Background: an optimization exercise with open tools, aiming at small area and a short achievable clock period. Do not read the settings as production practice.
Function was checked by simulation only, so behaviour that the tests miss may differ from the original.
Power figures rest on the tool's default switching activity, not on a simulated workload.

===== design/flow/run.sh =====
#!/bin/bash
# synth_recipe.tcl (not shown) runs the flow's synth.tcl, then flattens the netlist and writes it again
# the make line also repeats each setting of config.mk as NAME=value (left out here)
make -C /OpenROAD-flow-scripts/flow DESIGN_CONFIG=/design/flow/config.mk WORK_HOME=/design/flow/orfs CLKGATE_MAP_FILE= SYNTH_SCRIPT=/design/flow/synth_recipe.tcl finish

===== design/flow/config.mk =====
export PLATFORM = sky130hd
export DESIGN_NAME = fabric_top
export DESIGN_NICKNAME = fabric_top
export VERILOG_FILES = /design/flow/design.v
export SDC_FILE = /design/flow/constraint.sdc
export NUM_CORES = 4
export LEC_CHECK = 0
export CAP_MARGIN = 20
export CORE_MARGIN = 2
export CORE_UTILIZATION = 40
export SLEW_MARGIN = 20

===== design/flow/constraint.sdc =====
create_clock -name core_clock -period 5.0 [get_ports {clk_125}]
set_input_delay 1.0000 -clock core_clock [delete_from_list [all_inputs] [get_ports {clk_125}]]
set_output_delay 1.0000 -clock core_clock [all_outputs]
set_load 0.01 [all_outputs]

===== design/flow/design.v =====
`timescale 1ns/1ns
package fabric_pkg;
   typedef logic [15:0] data_t;
   typedef logic [15:0] addr_t;
   localparam addr_t GPIO_BASE    = 16'h0000;
   localparam addr_t EBR_BASE     = 16'h1000;
   localparam int    REGION_WORDS = 256;
   localparam int    OFS_BITS     = $clog2(REGION_WORDS);
   typedef logic [OFS_BITS-1:0] ofs_t;
   localparam ofs_t GPIO_SW_OFS  = ofs_t'(0);
   localparam ofs_t GPIO_LED_OFS = ofs_t'(1);
   localparam int LED_WIDTH = 14;
   typedef logic [LED_WIDTH-1:0] led_t;
   localparam int    CMD_WRITE_BIT = 15;
   localparam data_t CPL_HDR_OK    = 16'h4A00;
   localparam data_t CPL_HDR_UR    = 16'h4A01;
   typedef enum logic [1:0] {IDLE, ADDR, DATA} rx_state_e;
endpackage
`timescale 1ns/1ns
module core_reset_seq #(
   parameter int RST_CYCLES = 128
) (
   input  logic clk_125,
   input  logic rstn,
   output logic core_rstn_o
);
   localparam int CNT_W = $clog2(RST_CYCLES + 1);
   logic [CNT_W-1:0] cnt_q;
   always_ff @(posedge clk_125 or negedge rstn) begin
      if (!rstn) begin
         cnt_q       <= '0;
         core_rstn_o <= 1'b0;
      end else if (cnt_q == CNT_W'(RST_CYCLES - 1)) begin
         core_rstn_o <= 1'b1;
      end else begin
         cnt_q <= cnt_q + CNT_W'(1);
      end
   end
endmodule
`timescale 1ns/1ns
module rx_req_parser (
   input  logic              clk_125,
   input  logic              rstn,
   input  fabric_pkg::data_t rx_data_i,
   input  logic              rx_st_i,
   input  logic              rx_end_i,
   output logic              req_valid_o,
   output logic              req_we_o,
   output fabric_pkg::addr_t req_addr_o,
   output fabric_pkg::data_t req_wdata_o
);
   fabric_pkg::rx_state_e state_q;
   logic      issue;
   assign issue = rx_end_i && (state_q != fabric_pkg::IDLE);
   always_ff @(posedge clk_125 or negedge rstn) begin
      if (!rstn) begin
         state_q   <= fabric_pkg::IDLE;
         req_valid_o <= 1'b0;
      end else begin
         req_valid_o <= issue;
         if (rx_st_i) begin
            state_q <= fabric_pkg::ADDR;
         end else begin
            case (state_q)
               fabric_pkg::ADDR: begin
                  state_q <= rx_end_i ? fabric_pkg::IDLE : fabric_pkg::DATA;
               end
               fabric_pkg::DATA: begin
                  if (rx_end_i) begin
                     state_q <= fabric_pkg::IDLE;
                  end
               end
               default: begin
                  state_q <= fabric_pkg::IDLE;
               end
            endcase
         end
      end
   end
   always_ff @(posedge clk_125) begin
      if (rx_st_i) begin
         req_we_o <= rx_data_i[fabric_pkg::CMD_WRITE_BIT];
      end
      if (!rx_st_i && state_q == fabric_pkg::ADDR) begin
         req_addr_o <= rx_data_i;
      end
      if (!rx_st_i && state_q == fabric_pkg::DATA) begin
         req_wdata_o <= rx_data_i;
      end
   end
endmodule
`timescale 1ns/1ns
module gpio_regs (
   input  logic              clk_125,
   input  logic              rstn,
   input  logic              sel_i,
   input  logic              we_i,
   input  fabric_pkg::ofs_t  ofs_i,
   input  fabric_pkg::data_t wdata_i,
   output fabric_pkg::data_t rdata_o,
   input  logic [7:0]        switch_i,
   output fabric_pkg::led_t  led_o
);
   fabric_pkg::led_t led_q;
   always_ff @(posedge clk_125 or negedge rstn) begin
      if (!rstn) begin
         led_q <= '0;
      end else if (sel_i && we_i && ofs_i == fabric_pkg::GPIO_LED_OFS) begin
         led_q <= wdata_i[fabric_pkg::LED_WIDTH-1:0];
      end
   end
   always_ff @(posedge clk_125) begin
      if (sel_i && !we_i) begin
         case (ofs_i)
            fabric_pkg::GPIO_SW_OFS:  rdata_o <= 16'(switch_i);
            fabric_pkg::GPIO_LED_OFS: rdata_o <= 16'(led_q);
            default:      rdata_o <= '0;
         endcase
      end
   end
   assign led_o = ~led_q;
endmodule
`timescale 1ns/1ns
module ebr_ram (
   input  logic              clk_125,
   input  logic              sel_i,
   input  logic              we_i,
   input  fabric_pkg::ofs_t  ofs_i,
   input  fabric_pkg::data_t wdata_i,
   output fabric_pkg::data_t rdata_o
);
   fabric_pkg::data_t mem [fabric_pkg::REGION_WORDS];
   always_ff @(posedge clk_125) begin
      if (sel_i) begin
         if (we_i) begin
            mem[ofs_i] <= wdata_i;
         end else begin
            rdata_o <= mem[ofs_i];
         end
      end
   end
endmodule
`timescale 1ns/1ns
module bus_stage (
   input  logic              clk_125,
   input  logic              rstn,
   input  logic              req_valid_i,
   input  logic              req_we_i,
   input  fabric_pkg::addr_t req_addr_i,
   input  fabric_pkg::data_t req_wdata_i,
   input  logic [7:0]        switch_i,
   output fabric_pkg::led_t  led_o,
   output logic              cpl_valid_o,
   output logic              cpl_ur_o,
   output fabric_pkg::data_t cpl_data_o,
   output logic              wr_done_o
);
   localparam int AW = 16;
   logic  gpio_hit;
   logic  ebr_hit;
   logic  gpio_sel;
   logic  ebr_sel;
   fabric_pkg::ofs_t  ofs;
   fabric_pkg::data_t gpio_rdata;
   fabric_pkg::data_t ebr_rdata;
   logic  rd_v_q;
   logic  rd_miss_q;
   logic  rd_gpio_q;
   assign gpio_hit = (req_addr_i[AW-1:fabric_pkg::OFS_BITS] == fabric_pkg::GPIO_BASE[AW-1:fabric_pkg::OFS_BITS]);
   assign ebr_hit  = (req_addr_i[AW-1:fabric_pkg::OFS_BITS] == fabric_pkg::EBR_BASE[AW-1:fabric_pkg::OFS_BITS]);
   assign ofs      = req_addr_i[fabric_pkg::OFS_BITS-1:0];
   assign gpio_sel = req_valid_i && gpio_hit;
   assign ebr_sel  = req_valid_i && ebr_hit;
   gpio_regs u_gpio (
      .clk_125  (clk_125),
      .rstn     (rstn),
      .sel_i    (gpio_sel),
      .we_i     (req_we_i),
      .ofs_i    (ofs),
      .wdata_i  (req_wdata_i),
      .rdata_o  (gpio_rdata),
      .switch_i (switch_i),
      .led_o    (led_o)
   );
   ebr_ram u_ebr (
      .clk_125 (clk_125),
      .sel_i   (ebr_sel),
      .we_i    (req_we_i),
      .ofs_i   (ofs),
      .wdata_i (req_wdata_i),
      .rdata_o (ebr_rdata)
   );
   always_ff @(posedge clk_125 or negedge rstn) begin
      if (!rstn) begin
         rd_v_q      <= 1'b0;
         cpl_valid_o <= 1'b0;
         wr_done_o   <= 1'b0;
      end else begin
         rd_v_q      <= req_valid_i && !req_we_i;
         cpl_valid_o <= rd_v_q;
         wr_done_o   <= req_valid_i && req_we_i;
      end
   end
   always_ff @(posedge clk_125) begin
      rd_miss_q <= !(gpio_hit || ebr_hit);
      rd_gpio_q <= gpio_hit;
      cpl_ur_o  <= rd_miss_q;
      if (rd_miss_q) begin
         cpl_data_o <= '0;
      end else if (rd_gpio_q) begin
         cpl_data_o <= gpio_rdata;
      end else begin
         cpl_data_o <= ebr_rdata;
      end
   end
endmodule
`timescale 1ns/1ns
module cpl_tx_engine #(
   parameter int TX_CREDITS = 4,
   parameter int CPL_DEPTH  = 8
) (
   input  logic              clk_125,
   input  logic              rstn,
   input  logic              cpl_valid_i,
   input  logic              cpl_ur_i,
   input  fabric_pkg::data_t cpl_data_i,
   input  logic              wr_done_i,
   output fabric_pkg::data_t tx_data_o,
   output logic              tx_st_o,
   output logic              tx_end_o,
   input  logic              tx_credit_i,
   output logic [1:0]        rx_credit_cnt_o
);
   localparam int PTR_W  = (CPL_DEPTH > 1) ? $clog2(CPL_DEPTH) : 1;
   localparam int CNT_W  = $clog2(CPL_DEPTH + 1);
   localparam int CRED_W = 16;
   logic              q_ur   [CPL_DEPTH];
   fabric_pkg::data_t             q_data [CPL_DEPTH];
   logic [PTR_W-1:0]  wr_ptr_q;
   logic [PTR_W-1:0]  rd_ptr_q;
   logic [CNT_W-1:0]  q_count;
   logic [CRED_W-1:0] tx_credit_q;
   logic              push;
   logic              cpl_start;
   fabric_pkg::data_t             data_hold_q;
   logic              wr_cred_q;
   function automatic logic [PTR_W-1:0] ptr_next(input logic [PTR_W-1:0] p);
      if (p == PTR_W'(CPL_DEPTH - 1)) begin
         ptr_next = '0;
      end else begin
         ptr_next = p + PTR_W'(1);
      end
   endfunction
   assign push = cpl_valid_i;
   assign cpl_start = (q_count != '0) && (tx_credit_q != '0) && !tx_st_o;
   always_ff @(posedge clk_125) begin
      if (push) begin
         q_ur[wr_ptr_q]   <= cpl_ur_i;
         q_data[wr_ptr_q] <= cpl_data_i;
      end
   end
   always_ff @(posedge clk_125 or negedge rstn) begin
      if (!rstn) begin
         wr_ptr_q    <= '0;
         rd_ptr_q    <= '0;
         q_count     <= '0;
         tx_credit_q <= CRED_W'(TX_CREDITS);
         tx_st_o     <= 1'b0;
         tx_end_o    <= 1'b0;
         wr_cred_q   <= 1'b0;
      end else begin
         if (push) begin
            wr_ptr_q <= ptr_next(wr_ptr_q);
         end
         if (cpl_start) begin
            rd_ptr_q <= ptr_next(rd_ptr_q);
         end
         q_count     <= q_count + CNT_W'(push) - CNT_W'(cpl_start);
         tx_credit_q <= tx_credit_q + CRED_W'(tx_credit_i) - CRED_W'(cpl_start);
         tx_st_o     <= cpl_start;
         tx_end_o    <= tx_st_o;
         wr_cred_q   <= wr_done_i;
      end
   end
   always_ff @(posedge clk_125) begin
      if (cpl_start) begin
         tx_data_o   <= q_ur[rd_ptr_q] ? fabric_pkg::CPL_HDR_UR : fabric_pkg::CPL_HDR_OK;
         data_hold_q <= q_data[rd_ptr_q];
      end else if (tx_st_o) begin
         tx_data_o <= data_hold_q;
      end
   end
   assign rx_credit_cnt_o = 2'(wr_cred_q) + 2'(tx_end_o);
endmodule
`timescale 1ns/1ns
module fabric_top #(
   parameter int RST_CYCLES = 128,
   parameter int TX_CREDITS = 4,
   parameter int CPL_DEPTH  = 8
) (
   input  logic                              clk_125,
   input  logic                              rstn,
   input  fabric_pkg::data_t                 rx_data_i,
   input  logic                              rx_st_i,
   input  logic                              rx_end_i,
   output fabric_pkg::data_t                 tx_data_o,
   output logic                              tx_st_o,
   output logic                              tx_end_o,
   input  logic                              tx_credit_i,
   output logic [1:0]                        rx_credit_cnt_o,
   input  logic [7:0]                        switch_i,
   output logic [fabric_pkg::LED_WIDTH-1:0]  led_o
);
   logic  core_rstn;
   logic  cpl_valid;
   logic  cpl_ur;
   fabric_pkg::data_t cpl_data;
   logic  wr_done;
   logic  req_valid;
   logic  req_we;
   fabric_pkg::addr_t req_addr;
   fabric_pkg::data_t req_wdata;
   core_reset_seq #(
      .RST_CYCLES (RST_CYCLES)
   ) u_rst (
      .clk_125     (clk_125),
      .rstn        (rstn),
      .core_rstn_o (core_rstn)
   );
   rx_req_parser u_parser (
      .clk_125   (clk_125),
      .rstn      (core_rstn),
      .rx_data_i (rx_data_i),
      .rx_st_i   (rx_st_i),
      .rx_end_i  (rx_end_i),
      .req_valid_o (req_valid),
      .req_we_o    (req_we),
      .req_addr_o  (req_addr),
      .req_wdata_o (req_wdata)
   );
   bus_stage u_bus (
      .clk_125     (clk_125),
      .rstn        (core_rstn),
      .req_valid_i (req_valid),
      .req_we_i    (req_we),
      .req_addr_i  (req_addr),
      .req_wdata_i (req_wdata),
      .switch_i    (switch_i),
      .led_o       (led_o),
      .cpl_valid_o (cpl_valid),
      .cpl_ur_o    (cpl_ur),
      .cpl_data_o  (cpl_data),
      .wr_done_o   (wr_done)
   );
   cpl_tx_engine #(
      .TX_CREDITS (TX_CREDITS),
      .CPL_DEPTH  (CPL_DEPTH)
   ) u_cpl_tx (
      .clk_125         (clk_125),
      .rstn            (core_rstn),
      .cpl_valid_i     (cpl_valid),
      .cpl_ur_i        (cpl_ur),
      .cpl_data_i      (cpl_data),
      .wr_done_i       (wr_done),
      .tx_data_o       (tx_data_o),
      .tx_st_o         (tx_st_o),
      .tx_end_o        (tx_end_o),
      .tx_credit_i     (tx_credit_i),
      .rx_credit_cnt_o (rx_credit_cnt_o)
   );
endmodule

==> results by group <==
Placement
  – Port Buffers: 62
  – Placer Congestion: 0.799
  – DP Wirelength: 254 mm

Synthesis
  – #FFs+latches synth: 4404
  – Post-Synth XOR/XNOR Area: 0.0943%
  – Syn. warnings: 6
  – Mux share of post-synthesis cell area: 14.6%
  – Compound-Gate Fraction of Synth Area: 3.61%
  – Synth Net Count: 7333
  – Share of the synthesized area in the top cell type: 77.7%
  – Synth Area in Adders: 0.263%
  – EDFF count, synth: 4327
  – Asr flop ratio synth: 1.32%
  – Distinct cell type count of the synthesized netlist: 56
  – Simple-gate area share of the yosys netlist: 1.23%
  – Mapped cell area: 167000 sq um
  – Largest cells by area after synthesis: edfxtp_1 78%, mux4_2 14%, a22o_1 1.2%
  – Ys flop type: edfxtp_1
  – Synth area leader: edfxtp_1
  – Largest family of logic cells by synthesized area: multiplexers
  – Syn Area/Cell: 23.0 sq um
  – Sequential share of the synthesized area: 78.8%
  – Cell count after synthesis: 7270

Global routing
  – Gr usage total: 20.0%
  – Initial antenna violation count: 25
  – First-pass GRT wire length: 614 mm
  – GRT overflow: 0
  – Largest net degree at the start of global routing: 197
  – Vias in the first global route: 81300

Detailed routing
  – DRC errors left: 0
  – Routed Antenna Nets: 0
  – Final WL: 432 mm
  – Total vias in the final route: 81100
  – Routed wire per std cell: 31.3 um
  – Via density: 5.87
  – First-pass iteration count of the detailed router: 8
  – Initial DRC count: 10200

Status
  – Status: timing/DRC/antenna clean

Critical path
  – Critical Path AT: 5480 ps
  – Crit-path max cell delay: 770 ps
  – Worst Path Buf+Inv: 5
  – Slowest cell on the critical path: o21ai_1
  – CP Capture Type: flop
  – Req. time, crit path: 5680 ps
  – R2R Setup Slk: 200 ps
  – Crit-path cells: buf_12 > buf_12 > buf_12 > buf_4 > buf_4 > mux4_2 > a221oi_1 > o22ai_1 > o21ai_1 > nand3b_1
  – Cell class contributing the biggest share of worst-path delay: compound AO/OA/AOI/OAI gates
  – Crit path launch type: flop
  – Crit-path most repeated cell: buf_12
  – Crit Path Category: reg -> reg
  – Crit-path max FO: 26

CTS
  – Reg clk slew, reported paths: 60 ps
  – Quantity of hold-fixing buffers added after cts: 0
  – Postcts setup bufs: 0
  – H-tree levels: 5
  – Root Driver: clkbuf_16
  – Clk sink count: 4404
  – Number of CTS-inserted buffers: 438
  – CTS tree: built
  – Max Root-Sink Buffers: 4
  – Insertion delay to the later sink of the worst-skew pair: 1000 ps

Die
  – Die H: 651 um
  – Initial core utilization: 40.2%
  – Die outline width: 651 um
  – Std-Cell Rows: 237
  – Ports: 63
  – Core area: 416000 sq um
  – Full die area: 423000 sq um

STA
  – Slew at the pin with the worst max-slew slack: 1300 ps
  – Post-Route Setup TNS: 0 ps
  – Slew Limit Fails: 0
  – Max-slew headroom: 13.2%
  – Setup Skew: 55.5 ps
  – Minimum clock period after layout: 4800 ps
  – Unrepaired setup endpoints after global routing: no
  – Fin. Hold Viols: 0
  – Final Setup Violations: 0
  – Max Fclk: 208 MHz
  – Period utilization: 96.0%

Finish
  – Layout cells sized above 1: 28.7%
  – Post-layout nets: 8022
  – Fin util: 46.2%
  – Synth-to-layout area growth: 15.0%

Hold path
  – Hold WC Path Type: in -> async

Power and ir drop
  – Pwr Total: 77.3 mW
  – Power density cells: 402 nW/um^2
  – Leakage: 60.3 nW
  – Peak supply drop: 0.344 mV

Job
  – Max-cap violations: 0
==> final cells by class <==
type                            count  area [sq um]
Fill cell                       34100        224000
Sequential cell                  4404        132000
Multi-Input combinational cell   2388         33200
Clock buffer                      537         11500
Tap cell                         5497          6880
Timing Repair Buffer              684          6250
Clock inverter                    265          2600
Inverter                           43           161
Antenna cell                        8          20.0
==> registers in the layout, indices dropped and copies added, names as in the netlist, 14 cells and up <==
| signal | flops |
|---|---|
| u_bus.u_gpio.led_q | 14 |
| u_parser.req_wdata_o | 16 |
| u_bus.cpl_data_o | 16 |
| u_cpl_tx.q_data | 128 |
| u_cpl_tx.tx_credit_q | 16 |
| u_bus.u_gpio.rdata_o | 14 |
| u_parser.req_addr_o | 16 |
| u_bus.u_ebr.rdata_o | 16 |
| u_bus.u_ebr.mem | 4096 |
| u_cpl_tx.data_hold_q | 16 |
| u_cpl_tx.tx_data_o | 16 |
==> final timing paths <==
kind / endpoint / cells past startpoint / from
min in group core_clock: u_bus.cpl_valid_o$_DFF_PN0_ / 0 / u_bus.rd_v_q$_DFF_PN0_
min: u_rst.cnt_q[0]$_DFFE_PN0P_ / 1 / rstn
max reg2reg: u_bus.u_ebr.rdata_o[4]$_DFFE_PP_ / 10 / u_parser.req_addr_o[0]$_DFFE_PP_
min reg2reg: u_bus.cpl_valid_o$_DFF_PN0_ / 0 / u_bus.rd_v_q$_DFF_PN0_
max: u_bus.u_ebr.rdata_o[4]$_DFFE_PP_ / 10 / u_parser.req_addr_o[0]$_DFFE_PP_
max in group asynchronous: u_cpl_tx.rd_ptr_q[0]$_DFFE_PN0P_ / 1 / u_rst.core_rstn_o$_DFFE_PN0N_
==> repair_timing <==
item                                    CTS  global route
resized for setup                         0             1
hold endpoints to repair                  0             0
endpoints found under the setup margin    0             1
==> report_power, final <==
part	total [mW]	switching, mW	internal (mW)
clock network	32.4	13.9	18.5
logic	4.27	2.36	1.91
registers	40.7	0.219	40.4
==> per-stage QoR <==
step	instance area, sq um	cells	worst slack (ps)	hold slack [ps]
6_report	192000	13800	201	319
5_1_grt	192000	13800	81.0	305
4_1_cts	192000	13800	67.4	261
3_5_place_dp	178000	13000	63.7	337
3_3_place_gp	178000	13000	57.5	338
2_1_floorplan	167000	7270	804	329
==> Yosys cell counts, types with 9 or more instances <==
| master | n |
|---|---|
| buf_1 | 43 |
| xnor2_1 | 12 |
| nand2b_1 | 9 |
| buf_4 | 22 |
| buf_2 | 82 |
| nor2b_1 | 23 |
| nand3_1 | 20 |
| inv_1 | 43 |
| nor2_1 | 302 |
| nand2_1 | 26 |
| nor3_1 | 22 |
| o21ai_0 | 24 |
| mux4_2 | 1058 |
| mux2i_1 | 16 |
| a221oi_1 | 203 |
| o22ai_1 | 112 |
| nand3b_1 | 16 |
| a21oi_1 | 45 |
| clkbuf_1 | 237 |
| mux2_2 | 27 |
| a22oi_1 | 64 |
| dfrtp_1 | 57 |
| a22o_1 | 232 |
| o21ai_1 | 44 |
| buf_6 | 51 |
| a221oi_2 | 23 |
| dfxtp_1 | 19 |
| edfxtp_1 | 4327 |
| mux2_1 | 10 |
| ha_1 | 32 |
==> placed cells by master, fill, tap and decap left out, types with 19 or more instances in the layout <==
master	n
clkdlybuf4s50_1	62
ha_1	32
o21ai_1	43
nor2_1	300
bufinv_16	43
a22oi_1	64
nor2b_1	20
a22o_1	232
clkbuf_1	90
dfxtp_1	19
edfxtp_1	4327
dfrtp_1	55
o22ai_1	112
buf_4	546
buf_12	71
a221oi_2	23
inv_1	43
clkbuf_16	442
mux4_2	1058
clkinv_2	86
clkinv_1	95
o21ai_0	23
nor3_1	20
a221oi_1	203
a21oi_1	45
mux2_2	27
==> logic make-up (layout without fill, tap and decap cells) <==
kind of cell	Yosys count	after routing
flip-flops	4404	4404
XOR/XNOR	18	18
adder cells (fa/ha/maj)	34	34
AND/OR/NAND/NOR	460	460
AO/OA/AOI/OAI	765	765
buffers and inverters	478	1529
other	0	8
multiplexers	1111	1111
==> per-layer routing <==
layer | GRT usage [%] | wire, um
met1 | 28.7 | 177000
met2 | 32.2 | 208000
met3 | 3.14 | 34700
met4 | 5.34 | 12300
met5 | 0 | 115

## afterwards: timing with drivers on the ports
How much do the figures lean on ideal ports? The routed layout below was timed once more, with nothing changed but the port constraints. Step 1 assumes that a clkbuf_16 drives the clock port and a buf_2 every other input. Step 2 times the ports against the registers' clock, not the clock port: input delays grow and output delays shrink by t, the midpoint of the rising clock arrivals with the driver on. Slacks: ideal ports / drivers / drivers and shift; pairs: ideal ports / drivers.
t, ns: 1.074
setup slack, ns: 0.201 / 0.201 / 0.201
worst setup path after step 2: register to register
After both steps this run still meets setup and hold. For this run, drivers alone change the setup slack by 0.000 ns; drivers and shift together by 0.000 ns.
